Source: an optimization exercise on an open RTL-to-GDS flow (aim: small area, a short achievable clock period and few clock cycles per item). Production flows keep margins and buffers that such runs may drop. Function not checked in this run: the RTL went through the layout flow alone. Power and IR drop assume default switching activity.

File: flow/design.v
package mdic_pkg;
	localparam int PORT_DIMS = 4;
	localparam int SIZE_W    = 16;
	localparam int IDX_IN_W  = 17;
	localparam int DIMS_W    = 3;
	localparam int CFG_IDX_W = 3;
	localparam int CFG_DAT_W = 16;
	localparam int DEF_MAX_DIMS    = 4;
	localparam int DEF_INDEX_WIDTH = 16;
	localparam logic [CFG_IDX_W-1:0] CFG_SIZE_0 = 3'd0;
	localparam logic [CFG_IDX_W-1:0] CFG_SIZE_1 = 3'd1;
	localparam logic [CFG_IDX_W-1:0] CFG_SIZE_2 = 3'd2;
	localparam logic [CFG_IDX_W-1:0] CFG_SIZE_3 = 3'd3;
	localparam logic [CFG_IDX_W-1:0] CFG_DIMS   = 3'd4;
	localparam logic MODE_LOAD = 1'b0;
	localparam logic MODE_STEP = 1'b1;
	typedef struct packed {
		logic [PORT_DIMS-1:0][SIZE_W-1:0] size;
		logic [DIMS_W-1:0]                dims;
	} cfg_t;
	typedef struct packed {
		logic [PORT_DIMS-1:0][SIZE_W-1:0] pos;
		logic                             oor;
		logic                             err;
	} result_t;
endpackage
module mdic_cfg_regs (
	input  logic                 clk,
	input  logic                 arst_n,
	input  logic                 cfg_valid,
	output logic                 cfg_ready,
	input  logic [mdic_pkg::CFG_IDX_W-1:0] cfg_index,
	input  logic [mdic_pkg::CFG_DAT_W-1:0] cfg_data,
	output logic [mdic_pkg::PORT_DIMS-1:0][mdic_pkg::SIZE_W-1:0] size,
	output logic [mdic_pkg::PORT_DIMS-1:0] act
);
	logic [mdic_pkg::PORT_DIMS-1:1] act_q;
	assign cfg_ready = 1'b1;
	assign act       = {act_q, 1'b1};
	always_ff @(posedge clk or negedge arst_n) begin
		if (!arst_n) begin
			for (int i = 0; i < mdic_pkg::PORT_DIMS; i++) begin
				size[i] <= mdic_pkg::SIZE_W'(1);
			end
			act_q <= '0;
		end else if (cfg_valid) begin
			case (cfg_index)
				mdic_pkg::CFG_SIZE_0: size[0] <= cfg_data;
				mdic_pkg::CFG_SIZE_1: size[1] <= cfg_data;
				mdic_pkg::CFG_SIZE_2: size[2] <= cfg_data;
				mdic_pkg::CFG_SIZE_3: size[3] <= cfg_data;
				mdic_pkg::CFG_DIMS: begin
					act_q[1] <= (cfg_data[2:0] >= 3'd2);
					act_q[2] <= (cfg_data[2:0] >= 3'd3);
					act_q[3] <= (cfg_data[2:0] >= 3'd4);
				end
				default: begin
				end
			endcase
		end
	end
endmodule
module mdic_next_pos (
	input  logic [mdic_pkg::PORT_DIMS-1:0][mdic_pkg::SIZE_W-1:0]   size,
	input  logic [mdic_pkg::PORT_DIMS-1:0]                         act,
	input  logic                                                   mode,
	input  logic [mdic_pkg::PORT_DIMS-1:0][mdic_pkg::IDX_IN_W-1:0] index,
	input  logic [mdic_pkg::PORT_DIMS-1:0][mdic_pkg::SIZE_W-1:0]   pos_cur,
	output logic [mdic_pkg::PORT_DIMS-1:0][mdic_pkg::SIZE_W-1:0]   pos_nxt,
	output logic                                                   err,
	output logic                                                   oor_cur
);
	localparam int D = mdic_pkg::PORT_DIMS;
	localparam int W = mdic_pkg::SIZE_W;
	logic [D-1:0]        wrap;
	logic [D-1:0]        carry;
	logic [D-1:0]        is_out;
	logic [D-1:0]        ld_bad;
	logic [D-1:0][W-1:0] ld_val;
	logic [D-1:0][W-1:0] inc;
	logic                at_end;
	logic                ld_err;
	for (genvar d = 0; d < D; d++) begin : g_dig
		logic          neg;
		logic [W:0]    sum;
		logic [W:0]    ones;    
		logic [W:0]    ge_p;    
		assign neg       = index[d][W];
		assign sum       = {1'b0, size[d]} + {1'b0, index[d][W-1:0]};
		assign ld_bad[d] = act[d] & neg & !sum[W];
		assign ld_val[d] = neg ? sum[W-1:0] : index[d][W-1:0];
		assign ones[0] = 1'b1;
		assign ge_p[0] = 1'b1;
		for (genvar j = 0; j < W; j++) begin : g_bit
			assign ones[j+1] = ones[j] & pos_cur[d][j];
			assign inc[d][j] = pos_cur[d][j] ^ ones[j];
			assign ge_p[j+1] = (pos_cur[d][j] & !size[d][j]) | (!(pos_cur[d][j] ^ size[d][j]) & ge_p[j]);
		end
		assign wrap[d]   = !ones[W] & (inc[d] == size[d]);
		assign is_out[d] = act[d] & ge_p[W];
	end
	always_comb begin
		carry[D-1] = 1'b1;
		for (int d = D - 2; d >= 0; d--) begin
			carry[d] = act[d+1] ? (carry[d+1] & wrap[d+1]) : 1'b1;
		end
	end
	assign at_end = (|is_out) | (carry[0] & wrap[0]);
	assign ld_err = |ld_bad;
	always_comb begin
		for (int d = 0; d < D; d++) begin
			if (mode == mdic_pkg::MODE_LOAD) begin
				if (ld_err) begin
					pos_nxt[d] = pos_cur[d];
				end else begin
					pos_nxt[d] = act[d] ? ld_val[d] : '0;
				end
			end else begin
				if (!act[d]) begin
					pos_nxt[d] = '0;
				end else if (at_end) begin
					pos_nxt[d] = size[d];
				end else if (!carry[d]) begin
					pos_nxt[d] = pos_cur[d];
				end else if (wrap[d]) begin
					pos_nxt[d] = '0;
				end else begin
					pos_nxt[d] = inc[d];
				end
			end
		end
	end
	assign oor_cur = |is_out;
	assign err = (mode == mdic_pkg::MODE_LOAD) & ld_err;
endmodule
module multi_dim_index_counter #(
	parameter int MAX_DIMS    = mdic_pkg::DEF_MAX_DIMS,
	parameter int INDEX_WIDTH = mdic_pkg::DEF_INDEX_WIDTH
) (
	input  logic                       clk,
	input  logic                       arst_n,
	input  logic                       cfg_valid,
	output logic                       cfg_ready,
	input  logic [mdic_pkg::CFG_IDX_W-1:0]       cfg_index,
	input  logic [mdic_pkg::CFG_DAT_W-1:0]       cfg_data,
	input  logic                       in_valid,
	output logic                       in_ready,
	input  logic                       mode,
	input  logic signed [mdic_pkg::IDX_IN_W-1:0] index_0,
	input  logic signed [mdic_pkg::IDX_IN_W-1:0] index_1,
	input  logic signed [mdic_pkg::IDX_IN_W-1:0] index_2,
	input  logic signed [mdic_pkg::IDX_IN_W-1:0] index_3,
	output logic                       out_valid,
	input  logic                       out_ready,
	output logic [mdic_pkg::SIZE_W-1:0]          pos_0,
	output logic [mdic_pkg::SIZE_W-1:0]          pos_1,
	output logic [mdic_pkg::SIZE_W-1:0]          pos_2,
	output logic [mdic_pkg::SIZE_W-1:0]          pos_3,
	output logic                       overrun,
	output logic                       load_error
);
	localparam int D = mdic_pkg::PORT_DIMS;
	localparam int W = mdic_pkg::SIZE_W;
	logic [D-1:0][W-1:0] size;
	logic [D-1:0]        act;
	logic [D-1:0][W-1:0] position_q;
	logic [D-1:0][W-1:0] pos_nxt;
	logic                oor_cur;
	logic                err_nxt;
	logic                valid_q;
	logic                err_q;
	logic                advance;
	logic                in_acc;
	mdic_cfg_regs u_cfg (
		.clk       (clk),
		.arst_n    (arst_n),
		.cfg_valid (cfg_valid),
		.cfg_ready (cfg_ready),
		.cfg_index (cfg_index),
		.cfg_data  (cfg_data),
		.size      (size),
		.act       (act)
	);
	mdic_next_pos u_next (
		.size    (size),
		.act     (act),
		.mode    (mode),
		.index   ({index_3, index_2, index_1, index_0}),
		.pos_cur (position_q),
		.pos_nxt (pos_nxt),
		.err     (err_nxt),
		.oor_cur (oor_cur)
	);
	assign advance  = !valid_q || out_ready;
	assign in_ready = advance;
	assign in_acc   = in_valid && advance;
	always_ff @(posedge clk or negedge arst_n) begin
		if (!arst_n) begin
			position_q <= '0;
			valid_q    <= 1'b0;
		end else begin
			if (advance) begin
				valid_q <= in_valid;
			end
			if (in_acc) begin
				position_q <= pos_nxt;
			end
		end
	end
	always_ff @(posedge clk) begin
		if (in_acc) begin
			err_q <= err_nxt;
		end
	end
	assign out_valid  = valid_q;
	assign pos_0      = position_q[0];
	assign pos_1      = act[1] ? position_q[1] : '0;
	assign pos_2      = act[2] ? position_q[2] : '0;
	assign pos_3      = act[3] ? position_q[3] : '0;
	assign overrun    = oor_cur;
	assign load_error = err_q;
endmodule
File: flow/run.sh
#!/bin/bash
# synth_recipe.tcl (not shown) runs the flow's synth.tcl, then flattens the netlist and writes it again
# the make line also repeats each setting of config.mk as NAME=value (left out here)
make -C /OpenROAD-flow-scripts/flow DESIGN_CONFIG=/design/flow/config.mk WORK_HOME=/design/flow/orfs CLKGATE_MAP_FILE= SYNTH_SCRIPT=/design/flow/synth_recipe.tcl finish
File: flow/config.mk
export PLATFORM = sky130hd
export DESIGN_NAME = multi_dim_index_counter
export DESIGN_NICKNAME = multi_dim_index_counter
export VERILOG_FILES = /design/flow/design.v
export SDC_FILE = /design/flow/constraint.sdc
export NUM_CORES = 4
export LEC_CHECK = 0
export CAP_MARGIN = 20
export CORE_MARGIN = 2
export CORE_UTILIZATION = 40
export SETUP_SLACK_MARGIN = 3.5
export SLEW_MARGIN = 20
File: flow/constraint.sdc
create_clock -name core_clock -period 6.5 [get_ports {clk}]
set_input_delay 1.3000 -clock core_clock [delete_from_list [all_inputs] [get_ports {clk}]]
set_output_delay 1.3000 -clock core_clock [all_outputs]
set_load 0.01 [all_outputs]
==> impl_metrics.csv <==
group,metric,value,unit
run_status,outcome,"no timing/DRC/antenna violations",
floorplanning,initial_core_util,0.406,
worst_setup_path,critPathMaxFanout,8,
placed_design,io_buffers,160,
sta,finalMaxSlewViolations,0,
power_and_ir_drop,leakage,7.86,nW
synthesis,synth-seq-cells,133,
sta,final.min_clock_period,5220,ps
clock_network,cts_tree,"built",
worst_setup_path,crit_required,6810,ps
synthesis,synth_compound_area_frac,0.207,
worst_setup_path,cp-start-kind,"flop",
sta,rsz0062_at_grt,"yes",
clock_network,clkLatencyLatePin,440,ps
floorplanning,core,0.0326,mm^2
cells_and_area,nNetsFinal,2009,
sta,final.period_utilization,0.803,
placed_design,placedCellCount,2068,
worst_setup_path,endpoint_kind,"flop",
cells_and_area,diodes,0,
worst_setup_path,critPathLaunch,"position_q[16]$_DFFE_PN0P_",
worst_setup_path,crit_slowest_cell,"or4_4",
clock_network,clockRootBuffer,"clkbuf_16",
synthesis,seq_area_frac_synth,0.252,
route,vias_per_cell,5.89,
route,wl_per_cell,22.0,um
global_routing,grt_max_degree,78,
floorplanning,die_area,0.0346,mm^2
worst_setup_path,reg2regPathDepth,25,
route,ant_nets,0,
synthesis,synth_top_family_by_area,"compound AO/OA/AOI/OAI gates",
synthesis,syn_area,0.0133,mm^2
synthesis,synth.net_count,1822,
power_and_ir_drop,swShare,0.437,
worst_setup_path,cp-endpoint,"position_q[38]$_DFFE_PN0P_",
global_routing,grt_pass1_wl,70.8,mm
floorplanning,num_rows,66,
power_and_ir_drop,pwr_density_cell,423,mW/mm^2
clock_network,hold_buffers,0,
synthesis,synthMuxAreaShare,0.0673,
worst_setup_path,rr_startpoint,"position_q[16]$_DFFE_PN0P_",
floorplanning,die_w,186,um
sta,setup_viol,0,
synthesis,synth_cell_types,76,
route,initialDrtViolationCount,1003,
synthesis,synth_warnings,3,
clock_network,htree_levels,4,
synthesis,yosys.area_share.adder,0.183,
sta,worst_pin_slew,827,ps
clock_network,clock_sinks,133,
sta,hold_viol_final,0,
placed_design,hpwl,32.9,mm
clock_network,clockBufferDepth,2,
synthesis,syn_inst,1537,
sta,slew_headroom,0.444,
power_and_ir_drop,ir_drop,0.000243,V
route,drtPass1Iterations,7,
route,wl,47.9,mm
power_and_ir_drop,p_int,4.40,mW
global_routing,grt_usage,0.271,
placed_design,place.gp.congestion,0.912,
power_and_ir_drop,seq_power_share,0.208,
worst_setup_path,worst-path-stages,25,
worst_setup_path,cpMostUsedCell,"ha_4",
worst_setup_path,r2r_setup_slack,1280,ps
job,cap_viol_max_count,0,
cells_and_area,final_layout_size_suffix_gt1_frac,0.256,
worst_setup_path,slowest_delay,610,ps
cells_and_area,syn_to_final_growth,39.4,%
worst_setup_path,crit_buf_inv,2,
sta,max_freq,192,MHz
global_routing,grt_pass1_vias,12300,
worst_setup_path,critPathArrivalTime,5530,ps
power_and_ir_drop,p_comb_frac,0.664,
cells_and_area,instances_no_fill,2178,
sta,totalNegativeSetupSlack,0,ps
synthesis,ys_async_sr_fraction,0.992,
sta,skew,17.4,ps
global_routing,overflow,0,
floorplanning,die_h,186,um
worst_setup_path,r2r_end,"position_q[38]$_DFFE_PN0P_",
synthesis,synth-simple-area-share,0.165,
power_and_ir_drop,clock_power_share,0.128,
route,route.detailed.drc,0,
min_path,holdPathStages,2,
synthesis,synth-xor-area-share,0.0647,
synthesis,syn_avg_cell_area,8.62,um^2
worst_setup_path,crit_type,"flop to flop",
synthesis,ys.flop_type,"dfrtp_1",
power_and_ir_drop,p_sw,3.41,mW
synthesis,synth-edff-count,1,
clock_network,clk_pin_slew,60,ps
min_path,hold_path.class,"flop to flop",
sta,holdWs,544,ps
global_routing,grt_antenna_before_repair,0,
worst_setup_path,critical-path-top-delay-family,"adder cells",
route,vias,12800,
floorplanning,io_pins,162,
clock_network,tritoncts.num_buffers,17,
-- metal layers --
metal	global-route usage	share of wire	vias up
met2	0.441	0.47	447
met1	0.362	0.44	6279
met5	0	0	-
met4	0.105	0.034	0
li1	-	-	5999
met3	0.0393	0.056	97
-- worst min-delay path, delay by kind of cell (launching register included) --
family	cells	cell delay, ps
DFF	1	380
and+or+nand+nor	1	70
AOI/OAI and AO/OA	1	60
-- how the worst min path moves through the flow --
| stage | startpoint | endpoint |
|---|---|---|
| 5_1_grt | position_q[48]$_DFFE_PN0P_ | position_q[48]$_DFFE_PN0P_ |
| 3_5_place_dp | position_q[16]$_DFFE_PN0P_ | position_q[16]$_DFFE_PN0P_ |
| 3_3_place_gp | position_q[16]$_DFFE_PN0P_ | position_q[16]$_DFFE_PN0P_ |
| 2_1_floorplan | position_q[16]$_DFFE_PN0P_ | position_q[16]$_DFFE_PN0P_ |
| 6_report | position_q[48]$_DFFE_PN0P_ | position_q[48]$_DFFE_PN0P_ |
| 4_1_cts | position_q[48]$_DFFE_PN0P_ | position_q[48]$_DFFE_PN0P_ |
-- state kept, by name, indices dropped and copies added, names as in the netlist --
| name | count |
|---|---|
| position_q | 64 |
| valid_q | 1 |
| err_q | 1 |
| u_cfg.size | 64 |
| u_cfg.act_q | 3 |
-- stage by stage --
stage	utilization	worst slack [ps]	area [um^2]	total power, mW
floorplan	-	1550	14000	4.12
global placement	0.484	916	15800	5.15
detailed placement	0.484	819	15800	5.22
CTS	0.540	1360	17600	7.28
global route	0.567	1160	18500	8.25
finish	0.567	1280	18500	7.81
-- power groups by stage --
stage	clock (mW)	sequential (mW)	combinational (mW)
2_1_floorplan	0	1.40	2.72
3_3_place_gp	0	1.62	3.53
3_5_place_dp	0	1.63	3.59
4_1_cts	1.00	1.60	4.68
5_1_grt	1.03	1.66	5.55
6_report	0.998	1.63	5.18
-- kinds of logic after synthesis --
logic type | count (synthesis)
AND/OR/NAND/NOR | 439
AO/OA/AOI/OAI | 409
adder cells (fa/ha/maj) | 192
buffers and inverters | 184
flip-flops | 133
XOR/XNOR | 98
multiplexers | 81
other | 1
-- Yosys cell counts (all sizes together), types with 4 or more instances --
master | instances | share of area
a311oi | 28 | 0.018
o21ai | 112 | 0.042
o31a | 4 | 0.0026
a21o | 15 | 0.0085
nor3 | 20 | 0.0076
xor2 | 12 | 0.0079
o41ai | 12 | 0.0079
or4 | 6 | 0.0034
nand3 | 17 | 0.0064
nor2 | 77 | 0.022
nand4 | 41 | 0.019
clkbuf | 55 | 0.016
nand2 | 155 | 0.045
o21a | 13 | 0.0074
ha | 188 | 0.18
nor2b | 31 | 0.015
dfrtp | 128 | 0.24
mux2i | 16 | 0.012
or3 | 8 | 0.0038
a22o | 6 | 0.0040
o22ai | 4 | 0.0019
a2111oi | 4 | 0.0041
fa | 4 | 0.0060
and2 | 49 | 0.023
a211oi | 50 | 0.029
inv | 93 | 0.026
dfstp | 4 | 0.0079
o21bai | 6 | 0.0037
buf | 34 | 0.018
a31oi | 13 | 0.0061
xnor2 | 86 | 0.057
nand2b | 15 | 0.0071
a221oi | 17 | 0.011
mux2 | 65 | 0.055
a21oi | 79 | 0.030
o211ai | 10 | 0.0057
nand3b | 4 | 0.0023
o31ai | 9 | 0.0061
nor4 | 5 | 0.0035
-- placed cells by master, fill, tap and decap left out, types with 11 or more instances in the layout --
| cell type | n |
|---|---|
| and2_1 | 48 |
| buf_4 | 56 |
| mux2i_1 | 16 |
| o21ai_1 | 13 |
| dlygate4sd2_1 | 41 |
| mux2_4 | 37 |
| a21o_1 | 15 |
| dfrtp_1 | 112 |
| ha_2 | 19 |
| o21a_1 | 13 |
| clkbuf_16 | 18 |
| dlymetal6s2s_1 | 14 |
| mux2_2 | 23 |
| a21oi_1 | 69 |
| buf_12 | 15 |
| nand2_1 | 142 |
| nor2_1 | 69 |
| inv_1 | 87 |
| nor2b_1 | 28 |
| nand2b_1 | 12 |
| a221oi_2 | 14 |
| clkdlybuf4s50_1 | 91 |
| ha_1 | 105 |
| xnor2_1 | 83 |
| dfrtp_2 | 13 |
| nand2_4 | 11 |
| a211oi_1 | 35 |
| xor2_1 | 12 |
| ha_4 | 64 |
| buf_6 | 16 |
| nor3_1 | 17 |
| nand4_1 | 41 |
| a211oi_2 | 12 |
| a311oi_2 | 19 |
| o21ai_0 | 94 |
| nand3_1 | 16 |
-- cell type report --
cell class	instances	area, um^2
Fill cell	2862	14100
Multi-Input combinational cell	1222	10900
Sequential cell	133	3370
Timing Repair Buffer	255	2680
Tap cell	442	553
Clock buffer	20	457
Inverter	95	383
Clock inverter	11	126
-- repair_timing --
action	CTS	global route
pin swaps	76	72
setup buffers	52	18
resized for setup	219	152
setup endpoints to repair	116	89
cloned	8	1

==> port drivers added, routing unchanged <==
How much do the figures lean on ideal ports? The routed layout below was timed once more, with nothing changed but the port constraints.
Step 1, drivers: a clkbuf_16 drives clk and a buf_2 each remaining input, both assumed.
Step 2, shift: input delay + t, output delay - t, t = (earliest + latest rising clock arrival at the registers) / 2. This alone moves slack from input paths to output paths.
Slacks: no drivers / after step 1 / after step 2; pairs: no drivers / after step 1.
shift t [ns]: 0.484
slack for setup (ns): 1.279 / 1.279 / 1.279
clock arrival spread, ns: 0.018 / 0.018
After both steps this run still meets setup and hold. For this run, drivers alone change the setup slack by 0.000 ns; drivers and shift together by 0.000 ns.
